This is an optimization exercise on Yosys and OpenROAD, whose aim is small area, not a production implementation.
Function was checked by simulation only, so behaviour that the tests miss may differ from the original.
Power and IR drop assume default switching activity.

===== design.v =====
package adc_seek_pkg;
    localparam int SAMPLE_W         = 10;
    localparam int SAMPLES_PER_LANE = 8;
    localparam int LANE_NUM         = 4;
    localparam logic [SAMPLE_W-1:0] RAMP_STEP = 10'd8;
    localparam int TAP_W = 9;
    localparam logic [TAP_W-1:0] TAP_MAX = 9'd511;
    localparam int CNT_W = 16;
    localparam logic [CNT_W-1:0] DETECT_WORDS   = 16'd64;
    localparam logic [CNT_W-1:0] CLEAR_LEN      = 16'd2;
    localparam logic [CNT_W-1:0] IODELAY_SETTLE = 16'd32;
    localparam logic [CNT_W-1:0] SERDES_SETTLE  = 16'd16;
    localparam logic [CNT_W-1:0] ADC_RST_LEN    = 16'd10;
    typedef logic [SAMPLES_PER_LANE*SAMPLE_W-1:0] lane_word_t;
    typedef struct packed {
        lane_word_t a;
        lane_word_t b;
        lane_word_t c;
        lane_word_t d;
    } adc_frame_t;
    typedef logic [TAP_W-1:0] tap_t;
    typedef struct packed {
        tap_t first_tap;
        tap_t end_tap;
        logic first_valid;
        logic end_valid;
    } win_result_t;
    typedef struct packed {
        logic iodelay_rst;
        logic spi_rstn;
        logic test_mode;
    } seek_ctrl_t;
    typedef struct packed {
        logic tap_clear;
        logic tap_step;
        logic mark_first;
        logic mark_end;
        logic load_center;
    } tap_cmd_t;
    typedef enum logic [3:0] {
        IDLE,
        ADC_CONFIG,
        TAP_LOAD,
        TAP_SETTLE,
        LOCK_WAIT,
        DETECT,
        DECIDE,
        CENTER_LOAD,
        CENTER_SETTLE,
        ADC_RESET,
        ADC_WAIT,
        NORMAL
    } seek_state_t;
endpackage
`timescale 1ns/10ps
module lane_ramp_checker
(
    input  logic                      clk_div,
    input  logic                      en_buf_adc_data,
    input  adc_seek_pkg::lane_word_t  lane_in,
    input  logic                      check_clear,
    output logic                      lane_error
);
    adc_seek_pkg::lane_word_t                   prev_word;
    logic [adc_seek_pkg::SAMPLES_PER_LANE-1:0]  mismatch;
    logic [adc_seek_pkg::SAMPLES_PER_LANE-1:0]  err_flag;
    always_ff @(posedge clk_div or posedge en_buf_adc_data)
    begin
        if (en_buf_adc_data)
            prev_word <= '0;
        else
            prev_word <= lane_in;
    end
    for (genvar i = 0; i < adc_seek_pkg::SAMPLES_PER_LANE; i++)
    begin : g_sample
        logic [adc_seek_pkg::SAMPLE_W-1:0] expected;
        assign expected = prev_word[i*adc_seek_pkg::SAMPLE_W +: adc_seek_pkg::SAMPLE_W]
                          + adc_seek_pkg::RAMP_STEP;
        assign mismatch[i] =
            (lane_in[i*adc_seek_pkg::SAMPLE_W +: adc_seek_pkg::SAMPLE_W] != expected);
    end
    always_ff @(posedge clk_div or posedge en_buf_adc_data)
    begin
        if (en_buf_adc_data)
            err_flag <= '0;
        else if (check_clear)
            err_flag <= '0;
        else
            err_flag <= err_flag | mismatch;
    end
    assign lane_error = |err_flag;
endmodule
`timescale 1ns/10ps
module tap_window_register
(
    input  logic                       clk_div,
    input  logic                       en_buf_adc_data,
    input  adc_seek_pkg::tap_cmd_t     cmd,
    input  logic                       last_tap,
    output adc_seek_pkg::tap_t         tap,
    output adc_seek_pkg::win_result_t  result
);
    logic [adc_seek_pkg::TAP_W:0]  center_sum;
    adc_seek_pkg::tap_t            end_value;
    assign center_sum = {1'b0, result.first_tap} + {1'b0, result.end_tap};
    assign end_value = last_tap ? tap : tap - 1'b1;
    always_ff @(posedge clk_div or posedge en_buf_adc_data)
    begin
        if (en_buf_adc_data)
        begin
            tap <= '0;
        end
        else if (cmd.tap_clear)
        begin
            tap <= '0;
        end
        else if (cmd.load_center)
        begin
            tap <= center_sum[adc_seek_pkg::TAP_W:1];
        end
        else if (cmd.tap_step)
        begin
            tap <= tap + 1'b1;
        end
    end
    always_ff @(posedge clk_div or posedge en_buf_adc_data)
    begin
        if (en_buf_adc_data)
        begin
            result <= '0;
        end
        else if (cmd.tap_clear)
        begin
            result <= '0;
        end
        else
        begin
            if (cmd.mark_first)
            begin
                result.first_tap   <= tap;
                result.first_valid <= 1'b1;
            end
            if (cmd.mark_end)
            begin
                result.end_tap   <= end_value;
                result.end_valid <= 1'b1;
            end
        end
    end
endmodule
`timescale 1ns/10ps
module seek_sequencer
(
    input  logic                       clk_div,
    input  logic                       en_buf_adc_data,
    input  logic                       sd_locked,
    input  logic                       adc_ready,
    input  logic                       ramp_error,
    input  adc_seek_pkg::tap_t         tap,
    input  adc_seek_pkg::win_result_t  result,
    output adc_seek_pkg::tap_cmd_t     cmd,
    output logic                       last_tap,
    output logic                       check_clear,
    output adc_seek_pkg::seek_ctrl_t   ctrl,
    output logic                       win_ok_all,
    output adc_seek_pkg::seek_state_t  state
);
    adc_seek_pkg::seek_state_t       state_nxt;
    adc_seek_pkg::seek_ctrl_t        ctrl_nxt;
    logic [adc_seek_pkg::CNT_W-1:0]  cnt;
    logic [adc_seek_pkg::CNT_W-1:0]  cnt_nxt;
    logic                            det_pass;
    logic                            det_pass_nxt;
    logic                            at_max;
    logic                            clean_done;
    assign at_max     = (tap == adc_seek_pkg::TAP_MAX);
    assign clean_done = (cnt == adc_seek_pkg::CLEAR_LEN + adc_seek_pkg::DETECT_WORDS - 1'b1);
    assign check_clear = (state != adc_seek_pkg::DETECT) || (cnt < adc_seek_pkg::CLEAR_LEN);
    always_comb
    begin
        state_nxt    = state;
        cnt_nxt      = cnt;
        det_pass_nxt = det_pass;
        cmd          = '0;
        case (state)
            adc_seek_pkg::IDLE:
            begin
                cnt_nxt = '0;
                if (sd_locked)
                    state_nxt = adc_seek_pkg::ADC_CONFIG;
            end
            adc_seek_pkg::ADC_CONFIG:
            begin
                if (adc_ready)
                    state_nxt = adc_seek_pkg::TAP_LOAD;
            end
            adc_seek_pkg::TAP_LOAD:
            begin
                cnt_nxt   = '0;
                state_nxt = adc_seek_pkg::TAP_SETTLE;
            end
            adc_seek_pkg::TAP_SETTLE:
            begin
                cnt_nxt = cnt + 1'b1;
                if (cnt == adc_seek_pkg::IODELAY_SETTLE - 1'b1)
                begin
                    cnt_nxt   = '0;
                    state_nxt = adc_seek_pkg::LOCK_WAIT;
                end
            end
            adc_seek_pkg::LOCK_WAIT:
            begin
                if (cnt != '0 || sd_locked)
                    cnt_nxt = cnt + 1'b1;
                if (cnt == adc_seek_pkg::SERDES_SETTLE)
                begin
                    cnt_nxt   = '0;
                    state_nxt = adc_seek_pkg::DETECT;
                end
            end
            adc_seek_pkg::DETECT:
            begin
                cnt_nxt = cnt + 1'b1;
                if (cnt >= adc_seek_pkg::CLEAR_LEN && (ramp_error || clean_done))
                begin
                    det_pass_nxt = !ramp_error;
                    cnt_nxt      = '0;
                    state_nxt    = adc_seek_pkg::DECIDE;
                end
            end
            adc_seek_pkg::DECIDE:
            begin
                cnt_nxt = '0;
                if (det_pass && !result.first_valid)
                begin
                    cmd.mark_first = 1'b1;
                    cmd.mark_end   = at_max;
                    cmd.tap_step   = !at_max;
                    state_nxt = at_max ? adc_seek_pkg::CENTER_LOAD : adc_seek_pkg::TAP_LOAD;
                end
                else if (!det_pass && result.first_valid)
                begin
                    cmd.mark_end = 1'b1;
                    state_nxt    = adc_seek_pkg::CENTER_LOAD;
                end
                else if (!at_max)
                begin
                    cmd.tap_step = 1'b1;
                    state_nxt    = adc_seek_pkg::TAP_LOAD;
                end
                else if (det_pass)
                begin
                    cmd.mark_end = 1'b1;
                    state_nxt    = adc_seek_pkg::CENTER_LOAD;
                end
                else
                begin
                    cmd.tap_clear = 1'b1;
                    state_nxt     = adc_seek_pkg::IDLE;
                end
            end
            adc_seek_pkg::CENTER_LOAD:
            begin
                cmd.load_center = 1'b1;
                cnt_nxt         = '0;
                state_nxt       = adc_seek_pkg::CENTER_SETTLE;
            end
            adc_seek_pkg::CENTER_SETTLE:
            begin
                cnt_nxt = cnt + 1'b1;
                if (cnt == adc_seek_pkg::IODELAY_SETTLE - 1'b1)
                begin
                    cnt_nxt   = '0;
                    state_nxt = adc_seek_pkg::ADC_RESET;
                end
            end
            adc_seek_pkg::ADC_RESET:
            begin
                cnt_nxt = cnt + 1'b1;
                if (cnt == adc_seek_pkg::ADC_RST_LEN - 1'b1)
                begin
                    cnt_nxt   = '0;
                    state_nxt = adc_seek_pkg::ADC_WAIT;
                end
            end
            adc_seek_pkg::ADC_WAIT:
            begin
                if (adc_ready)
                    state_nxt = adc_seek_pkg::NORMAL;
            end
            adc_seek_pkg::NORMAL:
            begin
                state_nxt = adc_seek_pkg::NORMAL;
            end
            default:
            begin
                state_nxt = adc_seek_pkg::IDLE;
            end
        endcase
    end
    always_comb
    begin
        ctrl_nxt.iodelay_rst = (state == adc_seek_pkg::IDLE) ||
                               (state == adc_seek_pkg::TAP_LOAD) ||
                               (state == adc_seek_pkg::CENTER_LOAD);
        ctrl_nxt.spi_rstn    = (state != adc_seek_pkg::IDLE) &&
                               (state != adc_seek_pkg::ADC_RESET);
        ctrl_nxt.test_mode   = (state != adc_seek_pkg::ADC_RESET) &&
                               (state != adc_seek_pkg::ADC_WAIT) &&
                               (state != adc_seek_pkg::NORMAL);
    end
    always_ff @(posedge clk_div or posedge en_buf_adc_data)
    begin
        if (en_buf_adc_data)
        begin
            state      <= adc_seek_pkg::IDLE;
            cnt        <= '0;
            det_pass   <= 1'b0;
            last_tap   <= 1'b0;
            ctrl       <= 3'b101;  
            win_ok_all <= 1'b0;
        end
        else
        begin
            state    <= state_nxt;
            cnt      <= cnt_nxt;
            det_pass <= det_pass_nxt;
            ctrl     <= ctrl_nxt;
            win_ok_all <= win_ok_all | (state == adc_seek_pkg::NORMAL);
            if (state == adc_seek_pkg::DETECT)
                last_tap <= at_max && !ramp_error;
        end
    end
endmodule
`timescale 1ns/10ps
module adc_seek_top
(
    input  logic                       clk_div,
    input  logic                       en_buf_adc_data,
    input  logic                       sd_locked,
    input  logic                       adc_ready,
    input  adc_seek_pkg::adc_frame_t   adc_data,
    output adc_seek_pkg::tap_t         tap_value,
    output adc_seek_pkg::seek_ctrl_t   ctrl,
    output logic                       win_ok_all,
    output adc_seek_pkg::win_result_t  window,
    output adc_seek_pkg::seek_state_t  seek_state
);
    adc_seek_pkg::lane_word_t [adc_seek_pkg::LANE_NUM-1:0]  lane_words;
    logic [adc_seek_pkg::LANE_NUM-1:0]                      lane_error;
    logic                                                   ramp_error;
    logic                                                   check_clear;
    logic                                                   last_tap;
    adc_seek_pkg::tap_cmd_t                                 tap_cmd;
    assign lane_words = adc_data;
    assign ramp_error = |lane_error;
    for (genvar l = 0; l < adc_seek_pkg::LANE_NUM; l++)
    begin : g_lane
        lane_ramp_checker i_checker
        (
            .clk_div         (clk_div),
            .en_buf_adc_data (en_buf_adc_data),
            .lane_in         (lane_words[l]),
            .check_clear     (check_clear),
            .lane_error      (lane_error[l])
        );
    end
    tap_window_register i_tap_reg
    (
        .clk_div         (clk_div),
        .en_buf_adc_data (en_buf_adc_data),
        .cmd             (tap_cmd),
        .last_tap        (last_tap),
        .tap             (tap_value),
        .result          (window)
    );
    seek_sequencer i_seq
    (
        .clk_div         (clk_div),
        .en_buf_adc_data (en_buf_adc_data),
        .sd_locked       (sd_locked),
        .adc_ready       (adc_ready),
        .ramp_error      (ramp_error),
        .tap             (tap_value),
        .result          (window),
        .cmd             (tap_cmd),
        .last_tap        (last_tap),
        .check_clear     (check_clear),
        .ctrl            (ctrl),
        .win_ok_all      (win_ok_all),
        .state           (seek_state)
    );
endmodule

===== constraint.sdc =====
create_clock -name core_clock -period 4.0 [get_ports {clk_div}]
set_input_delay 0.8000 -clock core_clock [delete_from_list [all_inputs] [get_ports {clk_div}]]
set_output_delay 0.8000 -clock core_clock [all_outputs]
set_load 0.01 [all_outputs]

===== run.sh =====
#!/bin/bash
# synth_recipe.tcl (not shown) runs the flow's synth.tcl, then flattens the netlist and writes it again
# the make line also repeats each setting of config.mk as NAME=value (left out here)
make -C /OpenROAD-flow-scripts/flow DESIGN_CONFIG=/design/flow/config.mk WORK_HOME=/design/flow/orfs CLKGATE_MAP_FILE= SYNTH_SCRIPT=/design/flow/synth_recipe.tcl finish

===== config.mk =====
export PLATFORM = sky130hd
export DESIGN_NAME = adc_seek_top
export DESIGN_NICKNAME = adc_seek_top
export VERILOG_FILES = /design/flow/design.v
export SDC_FILE = /design/flow/constraint.sdc
export NUM_CORES = 4
export LEC_CHECK = 0
export CAP_MARGIN = 20
export CORE_MARGIN = 2
export CORE_UTILIZATION = 40
export SLEW_MARGIN = 20

==> notes.md, run 1 <==
status=complete, no violations; register area share after synthesis=52.25%; post-CTS setup buffers=0; RSZ-0062 raised after global routing=no; post-route setup slack=1050 ps; Post-synth EDFFs=0; syn_nets=2169; DRC=0; pre-CTS setup slack=1064 ps; worst r2r src=i_tap_reg.tap[0]; maximum clock frequency=339.0 MHz; Reg2Reg Depth=10; Layout Cells excl Fill=2846; Die H=224.8 µm; post-route antenna net violation count=0; Yosys reg bits=407; Skew-Pair Late Insertion Delay=580 ps; Final setup viols=0; gr usage total=19.32%; # rows=80; Clock Sinks=407; count of different cell masters after synthesis=76; DR vias=14710; worst flop-to-flop path endpoint=i_tap_reg.result[7]; final worst path period share=73.75%; die width=224.8 µm; Max Cap Violations=0; Hold Vio Cnt, Final=0; core area=0.04795 mm²; clk_skew=26.09 ps; crit start category=flop; Cells after Synth=1797; CTS Root Buffer Type=clkbuf_16; Placed Instances=2757; routed len/inst=16.98 µm; CTS tree=built; Static Leak=10.51 nW; initial antenna violation count=17; post-synthesis cell area=0.01950 mm²; first drt pass iteration count=5; H-tree Lvls=2; worst-case clock buffer depth=3; Avg Inst Size Synth=10.85 µm²; TritonCTS buffer count=47; Worst EP arrival=3380 ps; Post-CTS Hold Buffers=0; CP required=4430 ps; Initial DRC Count=702; worst-margin pin slew=855.2 ps; Rel. slew slack=42.99%; largest net degree at the start of global routing=96; RD Place Congestion=0.8632; peak supply drop=356.9 µV; Post-layout nets=2563; Worst R2R Setup Slack=1050 ps; Clock Pin Slew Worst Setup and Hold Paths=60 ps; PD cells=413.5 mW/mm²; CP endpoint=i_tap_reg.result[7]; CP Launch Point=i_tap_reg.tap[0]; Crit Path Category=flop to flop; routed vias/inst=5.170; Synth async-reset ratio=100.0%; Initial Utilization=40.67%; GRT Residual Overflow=0; share of layout cells above drive strength 1=5.481%; HP Class=flop to flop; Routed Wire Length=48330 µm; Final HPWL DP=37160 µm; vias in the first global route=15160; Min Clock Period, post-route=2950 ps; first-pass GRT wire length=78250 µm; Port Buffers=360; total die area=0.05053 mm²; YS warnings=3; Crit Path Max Fanout=11; io pins=361; post-cts sizing count=0; CP endpoint kind=flop; Pins Over Slew Limit=0; Syn-to-layout area delta=30.66%; Post-synth top flop=dfrtp_1
sequential cells by signal, summed over array words and instances (netlist names):
name,cells
i_tap_reg.result,20
g_lane.i_checker.prev_word,320
i_seq.cnt,16
i_seq.ctrl,3
i_seq.state,4
i_seq.last_tap,1
i_seq.det_pass,1
g_lane.i_checker.err_flag,32
i_seq.win_ok_all,1
i_tap_reg.tap,9
worst min-delay path by stage:
stage / start / to / slack, ps / cells past startpoint
2_1_floorplan: i_seq.cnt[15] / i_seq.cnt[15] / 490 / 2
5_1_grt: i_seq.win_ok_all / i_seq.win_ok_all / 500 / 1
6_report: i_seq.win_ok_all / i_seq.win_ok_all / 480 / 1
4_1_cts: i_seq.win_ok_all / i_seq.win_ok_all / 490 / 1
3_3_place_gp: i_seq.win_ok_all / i_seq.win_ok_all / 460 / 1
3_5_place_dp: i_seq.win_ok_all / i_seq.win_ok_all / 470 / 1
cells by family after synthesis:
family	synth area share, %
AO/OA/AOI/OAI	11.22
XOR/XNOR	16.93
adder cells (fa/ha/maj)	3.119
buffers and inverters	1.578
flip-flops	52.25
multiplexers	1.091
AND/OR/NAND/NOR	13.82
worst max-delay path: stages, from the launching register on:
cell     delay, ps
dfrtp_1        500
ha_1           250
and3_1         210
and3_1         200
and3_1         170
ha_1           210
nor3b_1        320
nand2_1        360
and2_1         380
nand2_1        100
o21ai_0         80
per-stage QoR:
stage	instance area [µm²]	hold slack (ps)	TNS (ps)	total power, mW	utilization (%)
global placement	23870	463.3	0	6.265	49.79
floorplan	19500	493.8	-925770	5.570	-
finish	25480	483.9	0	10.54	53.14
detailed placement	23880	469.8	0	6.301	49.81
global route	25470	498.3	0	11.06	53.12
CTS	25460	487.1	0	10.71	53.11
report_power, final:
| group | internal, mW | leakage, nW | switching [mW] |
|---|---|---|---|
| logic | 0.808 | 4.81 | 0.815 |
| clock network | 2.63 | 0.789 | 1.71 |
| registers | 4.35 | 4.91 | 0.225 |
| total | 7.79 | 10.5 | 2.75 |
layout make-up:
cell class,count,area (µm²)
antenna,5,12.51
clock buffer,67,1403
clock inverter,17,181.4
fill,4219,22470
inverter,39,150.1
multi-input combinational,1325,9012
sequential,407,10190
tap,615,769.5
timing repair buffer,371,3761
per-layer routing:
metal / global-route usage (%) / wire (µm) / vias up
met5: 0 / 142 / -
met4: 6.665 / 1305 / 22
met3: 6.924 / 4035 / 101
met2: 31.25 / 22270 / 367
met1: 23.92 / 20570 / 7023
li1: - / - / 7200
Yosys cell counts (11+ instances only):
library cell / count / area share (%)
nor2b_1: 12 / 0.39
ha_1: 47 / 3.0
nor2_1: 110 / 2.1
o21ai_0: 100 / 2.6
nand4_1: 30 / 0.96
nor4_1: 49 / 1.6
nor3_1: 20 / 0.51
a31oi_1: 27 / 0.87
mux2i_1: 19 / 0.98
xor2_1: 166 / 7.5
nand2b_1: 16 / 0.51
clkbuf_1: 15 / 0.29
and3_1: 32 / 1.0
a211oi_1: 17 / 0.65
a21oi_1: 80 / 2.1
o21ai_2: 11 / 0.49
nand3_1: 81 / 2.1
o211ai_1: 12 / 0.46
inv_1: 39 / 0.75
nand2_1: 141 / 2.7
xnor2_1: 211 / 9.5
dfrtp_1: 405 / 52
cell usage in the layout (no fill, tap or decap), drive strengths merged, types with 19 or more instances in the layout:
| master | instances |
|---|---|
| ha | 47 |
| clkdlybuf4s50 | 360 |
| o21ai | 112 |
| nand3 | 81 |
| xor2 | 166 |
| nand2 | 141 |
| nor3 | 20 |
| xnor2 | 211 |
| and3 | 32 |
| nor2 | 111 |
| nand4 | 31 |
| clkbuf | 67 |
| nor4 | 50 |
| dfrtp | 405 |
| a21oi | 80 |
| inv | 39 |
| a31oi | 27 |
| mux2i | 19 |
==> run 2, diff against run 1 <==
--- a/design.v
+++ b/design.v
@@ -7,8 +7,8 @@
     localparam logic [TAP_W-1:0] TAP_MAX = 9'd511;
-    localparam int CNT_W = 16;
-    localparam logic [CNT_W-1:0] DETECT_WORDS   = 16'd64;
-    localparam logic [CNT_W-1:0] CLEAR_LEN      = 16'd2;
-    localparam logic [CNT_W-1:0] IODELAY_SETTLE = 16'd32;
-    localparam logic [CNT_W-1:0] SERDES_SETTLE  = 16'd16;
-    localparam logic [CNT_W-1:0] ADC_RST_LEN    = 16'd10;
+    localparam int CNT_W = 7;
+    localparam logic [CNT_W-1:0] DETECT_WORDS   = 7'd64;
+    localparam logic [CNT_W-1:0] CLEAR_LEN      = 7'd2;
+    localparam logic [CNT_W-1:0] IODELAY_SETTLE = 7'd32;
+    localparam logic [CNT_W-1:0] SERDES_SETTLE  = 7'd16;
+    localparam logic [CNT_W-1:0] ADC_RST_LEN    = 7'd10;
     typedef logic [SAMPLES_PER_LANE*SAMPLE_W-1:0] lane_word_t;
@@ -58,6 +58,4 @@
     input  logic                      clk_div,
-    input  logic                      en_buf_adc_data,
     input  adc_seek_pkg::lane_word_t  lane_in,
-    input  logic                      check_clear,
-    output logic                      lane_error
+    output logic                      lane_mismatch
 );
@@ -65,28 +63,22 @@
     logic [adc_seek_pkg::SAMPLES_PER_LANE-1:0]  mismatch;
-    logic [adc_seek_pkg::SAMPLES_PER_LANE-1:0]  err_flag;
-    always_ff @(posedge clk_div or posedge en_buf_adc_data)
-    begin
-        if (en_buf_adc_data)
-            prev_word <= '0;
-        else
-            prev_word <= lane_in;
-    end
+    always_ff @(posedge clk_div)
+        prev_word <= lane_in;
     for (genvar i = 0; i < adc_seek_pkg::SAMPLES_PER_LANE; i++)
     begin : g_sample
-        logic [adc_seek_pkg::SAMPLE_W-1:0] expected;
-        assign expected = prev_word[i*adc_seek_pkg::SAMPLE_W +: adc_seek_pkg::SAMPLE_W]
-                          + adc_seek_pkg::RAMP_STEP;
-        assign mismatch[i] =
-            (lane_in[i*adc_seek_pkg::SAMPLE_W +: adc_seek_pkg::SAMPLE_W] != expected);
-    end
-    always_ff @(posedge clk_div or posedge en_buf_adc_data)
-    begin
-        if (en_buf_adc_data)
-            err_flag <= '0;
-        else if (check_clear)
-            err_flag <= '0;
-        else
-            err_flag <= err_flag | mismatch;
+        logic [9:0] a;
+        logic [9:0] b;
+        logic [6:0] c;
+        logic [9:0] diff;
+        assign a = lane_in[i*adc_seek_pkg::SAMPLE_W +: adc_seek_pkg::SAMPLE_W];
+        assign b = prev_word[i*adc_seek_pkg::SAMPLE_W +: adc_seek_pkg::SAMPLE_W];
+        assign c[0] = 1'b1;
+        for (genvar j = 1; j < 7; j++)
+        begin : g_carry
+            assign c[j] = c[j-1] & ~a[j+2];
+        end
+        assign diff[2:0] = a[2:0] ^ b[2:0];
+        assign diff[9:3] = a[9:3] ^ b[9:3] ^ c;
+        assign mismatch[i] = |diff;
     end
-    assign lane_error = |err_flag;
+    assign lane_mismatch = |mismatch;
 endmodule
@@ -98,3 +90,3 @@
     input  adc_seek_pkg::tap_cmd_t     cmd,
-    input  logic                       last_tap,
+    input  logic                       end_at_tap,
     output adc_seek_pkg::tap_t         tap,
@@ -105,3 +97,3 @@
     assign center_sum = {1'b0, result.first_tap} + {1'b0, result.end_tap};
-    assign end_value = last_tap ? tap : tap - 1'b1;
+    assign end_value = end_at_tap ? tap : tap - 1'b1;
     always_ff @(posedge clk_div or posedge en_buf_adc_data)
@@ -157,3 +149,3 @@
     input  logic                       adc_ready,
-    input  logic                       ramp_error,
+    input  logic                       ramp_mismatch,
     input  adc_seek_pkg::tap_t         tap,
@@ -161,4 +153,3 @@
     output adc_seek_pkg::tap_cmd_t     cmd,
-    output logic                       last_tap,
-    output logic                       check_clear,
+    output logic                       end_at_tap,
     output adc_seek_pkg::seek_ctrl_t   ctrl,
@@ -175,2 +166,4 @@
     logic                            clean_done;
+    logic                            check_clear;
+    logic                            ramp_error;
     assign at_max     = (tap == adc_seek_pkg::TAP_MAX);
@@ -311,2 +304,10 @@
     end
+    assign end_at_tap = det_pass;
+    always_ff @(posedge clk_div)
+        ramp_error <= !check_clear && (ramp_error || ramp_mismatch);
+    always_ff @(posedge clk_div)
+    begin
+        cnt      <= cnt_nxt;
+        det_pass <= det_pass_nxt;
+    end
     always_ff @(posedge clk_div or posedge en_buf_adc_data)
@@ -316,5 +317,2 @@
             state      <= adc_seek_pkg::IDLE;
-            cnt        <= '0;
-            det_pass   <= 1'b0;
-            last_tap   <= 1'b0;
             ctrl       <= 3'b101;  
@@ -325,8 +323,4 @@
             state    <= state_nxt;
-            cnt      <= cnt_nxt;
-            det_pass <= det_pass_nxt;
             ctrl     <= ctrl_nxt;
             win_ok_all <= win_ok_all | (state == adc_seek_pkg::NORMAL);
-            if (state == adc_seek_pkg::DETECT)
-                last_tap <= at_max && !ramp_error;
         end
@@ -349,9 +343,8 @@
     adc_seek_pkg::lane_word_t [adc_seek_pkg::LANE_NUM-1:0]  lane_words;
-    logic [adc_seek_pkg::LANE_NUM-1:0]                      lane_error;
-    logic                                                   ramp_error;
-    logic                                                   check_clear;
-    logic                                                   last_tap;
+    logic [adc_seek_pkg::LANE_NUM-1:0]                      lane_mismatch;
+    logic                                                   ramp_mismatch;
+    logic                                                   end_at_tap;
     adc_seek_pkg::tap_cmd_t                                 tap_cmd;
     assign lane_words = adc_data;
-    assign ramp_error = |lane_error;
+    assign ramp_mismatch = |lane_mismatch;
     for (genvar l = 0; l < adc_seek_pkg::LANE_NUM; l++)
@@ -361,6 +354,4 @@
             .clk_div         (clk_div),
-            .en_buf_adc_data (en_buf_adc_data),
             .lane_in         (lane_words[l]),
-            .check_clear     (check_clear),
-            .lane_error      (lane_error[l])
+            .lane_mismatch   (lane_mismatch[l])
         );
@@ -372,3 +363,3 @@
         .cmd             (tap_cmd),
-        .last_tap        (last_tap),
+        .end_at_tap      (end_at_tap),
         .tap             (tap_value),
@@ -382,3 +373,3 @@
         .adc_ready       (adc_ready),
-        .ramp_error      (ramp_error),
+        .ramp_mismatch   (ramp_mismatch),
         .tap             (tap_value),
@@ -386,4 +377,3 @@
         .cmd             (tap_cmd),
-        .last_tap        (last_tap),
-        .check_clear     (check_clear),
+        .end_at_tap      (end_at_tap),
         .ctrl            (ctrl),
==> run 2 against run 1 <==
Compared with the run above:
- routed wire length up 20%
- still clean
- global-route usage grew 8.9 points
- first-iteration DRC count is 5.4% higher
==> notes.md, run 2 <==
worst-case clock buffer depth=3 (unchanged); Max Cap Violations=0 (unchanged); Pins Over Slew Limit=0 (unchanged); GRT Residual Overflow=0 (unchanged); vias in the first global route=13670 (-9.8%); final worst path period share=94.04% (+20 points); worst r2r src=i_tap_reg.tap[0]; DRC=0 (unchanged); Reg2Reg Depth=11 (+1); Area contributors post-synth=dfxtp_1 41%, xnor2_1 12%, xor2_1 6.4%; Largest regs=g_lane.i_checker.prev_word (320), i_tap_reg.result (20), i_tap_reg.tap (9); largest net degree at the start of global routing=38 (-60%); design area=0.02207 mm² (-13%); Yosys reg bits=366 (-10%); slowest CP cell=a2111oi_1; clk_skew=9.149 ps (-16.95 ps); Post-layout nets=2406 (-6.1%); Placed Instances=2540 (-7.9%); # rows=72 (-10%); Hold Vio Cnt, Final=0 (unchanged); CP endpoint kind=flop; Worst R2R Setup Slack=840 ps (-210 ps); syn_nets=1914 (-12%); CP dominant cell by count=or4_1; peak supply drop=314.1 µV (-12%); WP buf/inv=2 (+2); post-synth top area cell=dfxtp_1; register area share after synthesis=48.27% (-4.0 points); HP Class=flop to flop; Rel. slew slack=29.21% (-14 points); CP required=4460 ps (+30 ps); initial antenna violation count=8 (-9); Port Buffers=360 (unchanged); worst-margin pin slew=1058 ps (+202.8 ps); YS warnings=3 (unchanged); Crit Path Max Fanout=4 (-7); most frequent cell after synthesis=dfxtp_1; most flop-heavy register=g_lane.i_checker.prev_word; worst hold stages=1 (unchanged); max reg flops=320 (unchanged); crit start category=primary input; worst flop-to-flop path endpoint=i_tap_reg.tap[6]; CTS tree=built; post-route antenna net violation count=0 (unchanged); gr usage total=28.18% (+8.9 points); Final HPWL DP=48660 µm (+31%); total die area=0.04094 mm² (-19%); RSZ-0062 raised after global routing=no; Cells after Synth=1574 (-12%); CTS Root Buffer Type=clkbuf_16; Final setup viols=0 (unchanged); io pins=361 (unchanged); Skew-Pair Late Insertion Delay=580 ps (about the same); most frequent cells after synthesis=321 x dfxtp_1, 207 x xnor2_1, 115 x xor2_1; DR vias=13570 (-7.8%); HP Start=i_seq.win_ok_all; post-cts sizing count=0 (unchanged); PD cells=483.7 mW/mm² (+17%); Crit path largest cell delay=690 ps (+190 ps); H-tree Lvls=2 (unchanged); post-synth top area share=40.84% (-11 points); post-synthesis cell area=0.01574 mm² (-19%); Synth async-reset ratio=10.11% (-90 points); dpl cell area=0.02074 mm² (-13%); Hold Slack=475.4 ps (-8.498 ps); Post-synth EDFFs=8 (+8); Min Clock Period, post-route=3762 ps (+811.7 ps); Post-CTS Hold Buffers=0 (unchanged); hold endpoint=i_seq.win_ok_all; first drt pass iteration count=5 (unchanged); share of layout cells above drive strength 1=9.265% (+3.8 points); RD Place Congestion=0.9446 (+9.4%); Initial Utilization=40.62% (-0.048 points); Clock Pin Slew Worst Setup and Hold Paths=60 ps (about the same); first-pass GRT wire length=85240 µm (+8.9%); post-CTS setup buffers=0 (unchanged); die width=202.3 µm (-10%); Clock Sinks=366 (-10%); Crit Path Category=primary input to flop; Layout Cells excl Fill=2616 (-8.1%); Initial DRC Count=740 (+5.4%); Static Leak=8.540 nW (-19%); CP top delay family=simple AND/OR/NAND/NOR gates; Die H=202.3 µm (-10%); Post-synth top flop=dfxtp_1; routed len/inst=22.25 µm (+31%); Routed Wire Length=58200 µm (+20%); most common cell after layout, fill and taps aside=clkdlybuf4s50_1; core area=0.03874 mm² (-19%); maximum clock frequency=265.8 MHz (-22%); routed vias/inst=5.187 (+0.33%); TritonCTS buffer count=42 (-11%); Final TNS setup=0 ps (unchanged); Avg Inst Size Synth=9.997 µm² (-7.9%); status=complete, no violations; Worst EP arrival=4220 ps (+840 ps); Syn-to-layout area delta=40.24%; commonest cells after routing, fill and taps aside=360 x clkdlybuf4s50_1, 321 x dfxtp_1, 207 x xnor2_1; CP cell instances=clkdlybuf4s50_1, o21ai_0, a21oi_1, a2111oi_1, buf_4, nand4_1, or4_1, or4_1, nor4_1, nor2_1; count of different cell masters after synthesis=79 (+3.9%)
==> run 2: changes by cell type after synthesis, moves of 40 or more <==
cell,before,now
nand2_1,141,69
dfxtp_1,0,321
xor2_1,166,115
dfrtp_1,405,35
nand3_1,81,22
o21ai_0,100,60
==> run 2: cell families after synthesis <==
logic type | count (synthesis) | share of synthesized area [%]
buffers and inverters | 81 | 1.972
AOI/OAI and AO/OA | 281 | 12.18
and+or+nand+nor | 480 | 16.51
adders and majority gates | 17 | 1.384
muxes | 26 | 1.662
DFF | 366 | 48.27
xor gates and xnor gates | 323 | 18.03
==> run 2: worst register-to-register path, cell delays in order, from the launching register on <==
cell      delay, ps
dfrtp_1         500
ha_1            280
and3_1          220
and3_1          210
and3_1          200
ha_1            230
a21oi_1         290
and2_1          420
nand2_1         240
nor3b_1         250
a211oi_1         90
a21oi_1         180
==> run 2: area by class of cell <==
cell class              instances  area (µm²)
clock buffers                  61        1212
diodes                          4       10.01
well taps                     518       648.1
fillers                      3494       16670
clock inverters                11       100.1
flip-flops and latches        366        7595
multi-input cells            1127        7833
inverters                      54       202.7
repair buffers                475        4467
==> run 2: stage by stage <==
step	utilization, %	setup WS (ps)	power (mW)
2_1_floorplan	-	731.7	5.720
3_3_place_gp	53.55	-554.8	6.971
3_5_place_dp	53.55	-473.2	7.008
4_1_cts	56.93	119.0	10.74
5_1_grt	56.96	74.38	11.18
6_report	56.97	238.4	10.67
==> run 2: worst max path at each step <==
stage / startpoint / endpoint / cells past startpoint / slack (ps)
floorplan: adc_data[293] / i_seq.ramp_error / 9 / 730
CTS: adc_data[263] / i_seq.ramp_error / 10 / 120
global placement: adc_data[263] / i_seq.ramp_error / 10 / -550
detailed placement: adc_data[263] / i_seq.ramp_error / 10 / -470
finish: adc_data[263] / i_seq.ramp_error / 10 / 240
global route: adc_data[293] / i_seq.ramp_error / 10 / 70
==> run 2: power by group <==
part | total (mW) | switching (mW) | internal [mW]
combinational | 2.50 | 1.22 | 1.27
sequential | 4.44 | 0.386 | 4.05
clock | 3.74 | 1.57 | 2.16
==> run 2: per-layer routing <==
| metal | wire [µm] | global-route usage [%] | share of wire, % | vias to the layer above |
|---|---|---|---|---|
| li1 | - | - | - | 6616 |
| met1 | 25220 | 36.26 | 43 | 6392 |
| met2 | 27440 | 47.05 | 47 | 454 |
| met3 | 3569 | 5.450 | 6.1 | 96 |
| met4 | 1915 | 10.11 | 3.3 | 10 |
| met5 | 60 | 0 | 0.10 | - |
==> run 3, diff against run 2 <==
--- a/config.mk
+++ b/config.mk
@@ -9,3 +9,4 @@
 export CORE_MARGIN = 2
-export CORE_UTILIZATION = 40
+export CORE_UTILIZATION = 60
+export CTS_BUF_LIST = sky130_fd_sc_hd__clkbuf_4
 export SLEW_MARGIN = 20
==> run 3 against run 2 <==
Compared with the run above:
- critical path depth is the same
- via count is 9.6% higher
- clock power shrank 15%
- core utilization up 26 points
- highest routed layer is now met4
==> notes.md, run 3 <==
most frequent cell after synthesis=dfxtp_1; Routed Wire Length=57180 µm (-1.8%); routed len/inst=22.85 µm (+2.7%); Min Clock Period, post-route=3613 ps (-148.2 ps); Static Leak=8.460 nW (-0.94%); Post-CTS Hold Buffers=0 (unchanged); worst-margin pin slew=1056 ps (-2.181 ps); post-synth top area share=40.84% (unchanged); CP required=4560 ps (+100 ps); # rows=59 (-18%); DR vias=14870 (+9.6%); Area contributors post-synth=dfxtp_1 41%, xnor2_1 12%, xor2_1 6.4%; Hold Vio Cnt, Final=0 (unchanged); Worst EP arrival=4180 ps (-40 ps); Clock Sinks=366 (unchanged); Clock Pin Slew Worst Setup and Hold Paths=80 ps (+20 ps); commonest cells after routing, fill and taps aside=360 x clkdlybuf4s50_1, 321 x dfxtp_1, 207 x xnor2_1; H-tree Lvls=3 (+1); CP endpoint kind=flop; vias in the first global route=15300 (+12%); CP cell instances=clkdlybuf4s50_1, or4_1, buf_4, o21ai_0, o41ai_1, a2111oi_0, nand4_1, or4_1, nor4_1, nor2_1; largest net degree at the start of global routing=38 (unchanged); post-synth top area cell=dfxtp_1; Rel. slew slack=29.36% (+0.15 points); Port Buffers=360 (unchanged); first drt pass iteration count=6 (+1); Final setup viols=0 (unchanged); most common cell after layout, fill and taps aside=clkdlybuf4s50_1; PD cells=471.6 mW/mm² (-2.5%); gr usage total=40.31% (+12 points); TritonCTS buffer count=94 (+120%); status=complete, no violations; slowest CP cell=or4_1; clk_skew=72.44 ps (+63.29 ps); filler instances=1502 (-57%); post-synthesis cell area=0.01574 mm² (unchanged); count of different cell masters after synthesis=79 (unchanged); design area=0.02151 mm² (-2.5%); max reg flops=320 (unchanged); YS warnings=3 (unchanged); first-pass GRT wire length=85510 µm (+0.32%); syn_nets=1914 (unchanged); Final HPWL DP=44090 µm (-9.4%); core area=0.02591 mm² (-33%); Initial Utilization=60.73% (+20 points); register area share after synthesis=48.27% (unchanged); Post-synth EDFFs=8 (unchanged); Crit Path Max Fanout=4 (unchanged); post-cts sizing count=0 (unchanged); die width=165.9 µm (-18%); maximum clock frequency=276.7 MHz (+4.1%); share of layout cells above drive strength 1=11.81% (+2.5 points); Post-layout nets=2435 (+1.2%); CP dominant cell by count=or4_1; peak supply drop=443.5 µV (+41%); post-CTS setup buffers=0 (unchanged); worst-case clock buffer depth=3 (unchanged); Syn-to-layout area delta=36.70%; Hold Slack=491.2 ps (+15.88 ps); DRC=0 (unchanged); Crit path largest cell delay=720 ps (+30 ps); HP Class=primary input to asynchronous set/reset pin; Pins Over Slew Limit=0 (unchanged); post-route antenna net violation count=0 (unchanged); most frequent cells after synthesis=321 x dfxtp_1, 207 x xnor2_1, 115 x xor2_1; Max Cap Violations=0 (unchanged); Largest regs=g_lane.i_checker.prev_word (320), i_tap_reg.result (20), i_tap_reg.tap (9); dpl cell area=0.02034 mm² (-1.9%); io pins=361 (unchanged); Avg Inst Size Synth=9.997 µm² (unchanged); Crit Path Category=primary input to flop; RSZ-0062 raised after global routing=no; final worst path period share=90.34% (-3.7 points); CTS tree=built; RD Place Congestion=1.060 (+12%); post-route setup slack=386.6 ps (+148.2 ps); Post-synth top flop=dfxtp_1; crit start category=primary input; Initial DRC Count=1998 (+170%); CTS Root Buffer Type=clkbuf_4; initial antenna violation count=5 (-3); pre-CTS setup slack=-266.8 ps (+206.4 ps); GRT Residual Overflow=0 (unchanged); total die area=0.02754 mm² (-33%); most flop-heavy register=g_lane.i_checker.prev_word; routed vias/inst=5.945 (+15%); Yosys reg bits=366 (unchanged); Cells after Synth=1574 (unchanged); Synth async-reset ratio=10.11% (unchanged); Die H=165.9 µm (-18%); Skew-Pair Late Insertion Delay=750 ps (+170 ps); power after layout=10.14 mW (-5.0%)
run 3: cell counts after synthesis:
Identical to the previous run, type by type.
run 3: worst paths after layout:
kind	end	start	cells past startpoint	slack, ps
worst min register to register	i_seq.win_ok_all	i_seq.win_ok_all	1	490
max in group asynchronous	i_tap_reg.tap[5]	en_buf_adc_data	3	3120
min in group core_clock	i_seq.win_ok_all	i_seq.win_ok_all	1	490
worst max-delay path	i_seq.ramp_error	adc_data[293]	10	390
worst min-delay path	i_tap_reg.result[12]	en_buf_adc_data	3	490
worst max register to register	i_seq.cnt[5]	i_seq.cnt[1]	9	460
run 3: cell type report:
cell class	instances	area, µm²	share of cell area, %
multi-input combinational	1127	7830	36.40
sequential	366	7595	35.31
clock buffer	140	1051	4.886
inverter	54	202.7	0.9424
antenna	8	20.02	0.09307
clock inverter	20	97.59	0.4537
tap	335	419.2	1.949
timing repair buffer	452	4294	19.96
run 3: worst max-delay path: cells and delay by family:
family | cells | cell delay (ps)
AND/OR/NAND/NOR | 5 | 1790
AO/OA/AOI/OAI | 3 | 940
buffers and inverters | 2 | 640
run 3: report_power, final:
part           switching (mW)  total (mW)  internal, mW
logic                    1.26        2.52          1.26
clock network            1.58        3.17          1.60
registers               0.397        4.45          4.05
run 3: routing by layer:
layer | routed length [µm] | vias to the layer above | global-route usage [%]
met5 | 0 | - | 0
met3 | 5172 | 205 | 10.20
met1 | 20950 | 7111 | 45.60
li1 | - | 6721 | -
met4 | 3127 | 0 | 20.64
met2 | 27930 | 837 | 70.49
run 3: cells by family (layout without fill, tap and decap cells):
group,Yosys count,in the layout,synth area share [%]
other,0,8,0
multiplexers,26,26,1.662
adder cells (fa/ha/maj),17,17,1.384
XOR/XNOR,323,323,18.03
flip-flops,366,366,48.27
buffers and inverters,81,666,1.972
AO/OA/AOI/OAI,281,281,12.18
AND/OR/NAND/NOR,480,480,16.51
run 3: per-stage QoR:
step,utilization (%),setup TNS [ps],std cells
final,83.01,0,2502
after global routing,82.96,0,2497
after CTS,82.94,0,2494
after detailed placement,78.50,-266.8,2334
after global placement,78.50,-195.6,2334
after floorplan,-,0,1574

==> separate check: timing with driven ports <==
No port has a modelled driver above. Below, the same layouts with a new extraction and two added sets of constraints. Step 1 (the two cells are an assumption about what drives the block):
set clk [get_ports {clk_div}]
set_driving_cell -lib_cell sky130_fd_sc_hd__clkbuf_16 $clk
set_driving_cell -lib_cell sky130_fd_sc_hd__buf_2 [delete_from_list [all_inputs] $clk]
Step 2 times the ports against the registers' clock, not the clock port: input delays grow and output delays shrink by t, the midpoint of the rising clock arrivals with the driver on. Three values: no drivers, after step 1, after step 2; two values: the first two.
run | t (ns) | slack for setup (ns) | hold slack, ns | worst register clock-pin slew, ns
run 1 | 0.623 | 1.050 / 1.050 / 1.050 | 0.484 / 0.484 / 0.484 | 0.06 / 0.06
run 2 | 0.623 | 0.238 / 0.272 / -0.351 | 0.475 / 0.475 / 0.475 | 0.06 / 0.06
run 3 | 0.758 | 0.387 / 0.402 / -0.356 | 0.491 / 0.467 / 0.491 | 0.08 / 0.08
Met with ideal ports but missed after step 2: setup timing in run 2 and run 3. The setup slack of run 3, which loses most, moves by +0.015 ns with the drivers and by -0.743 ns with both steps.
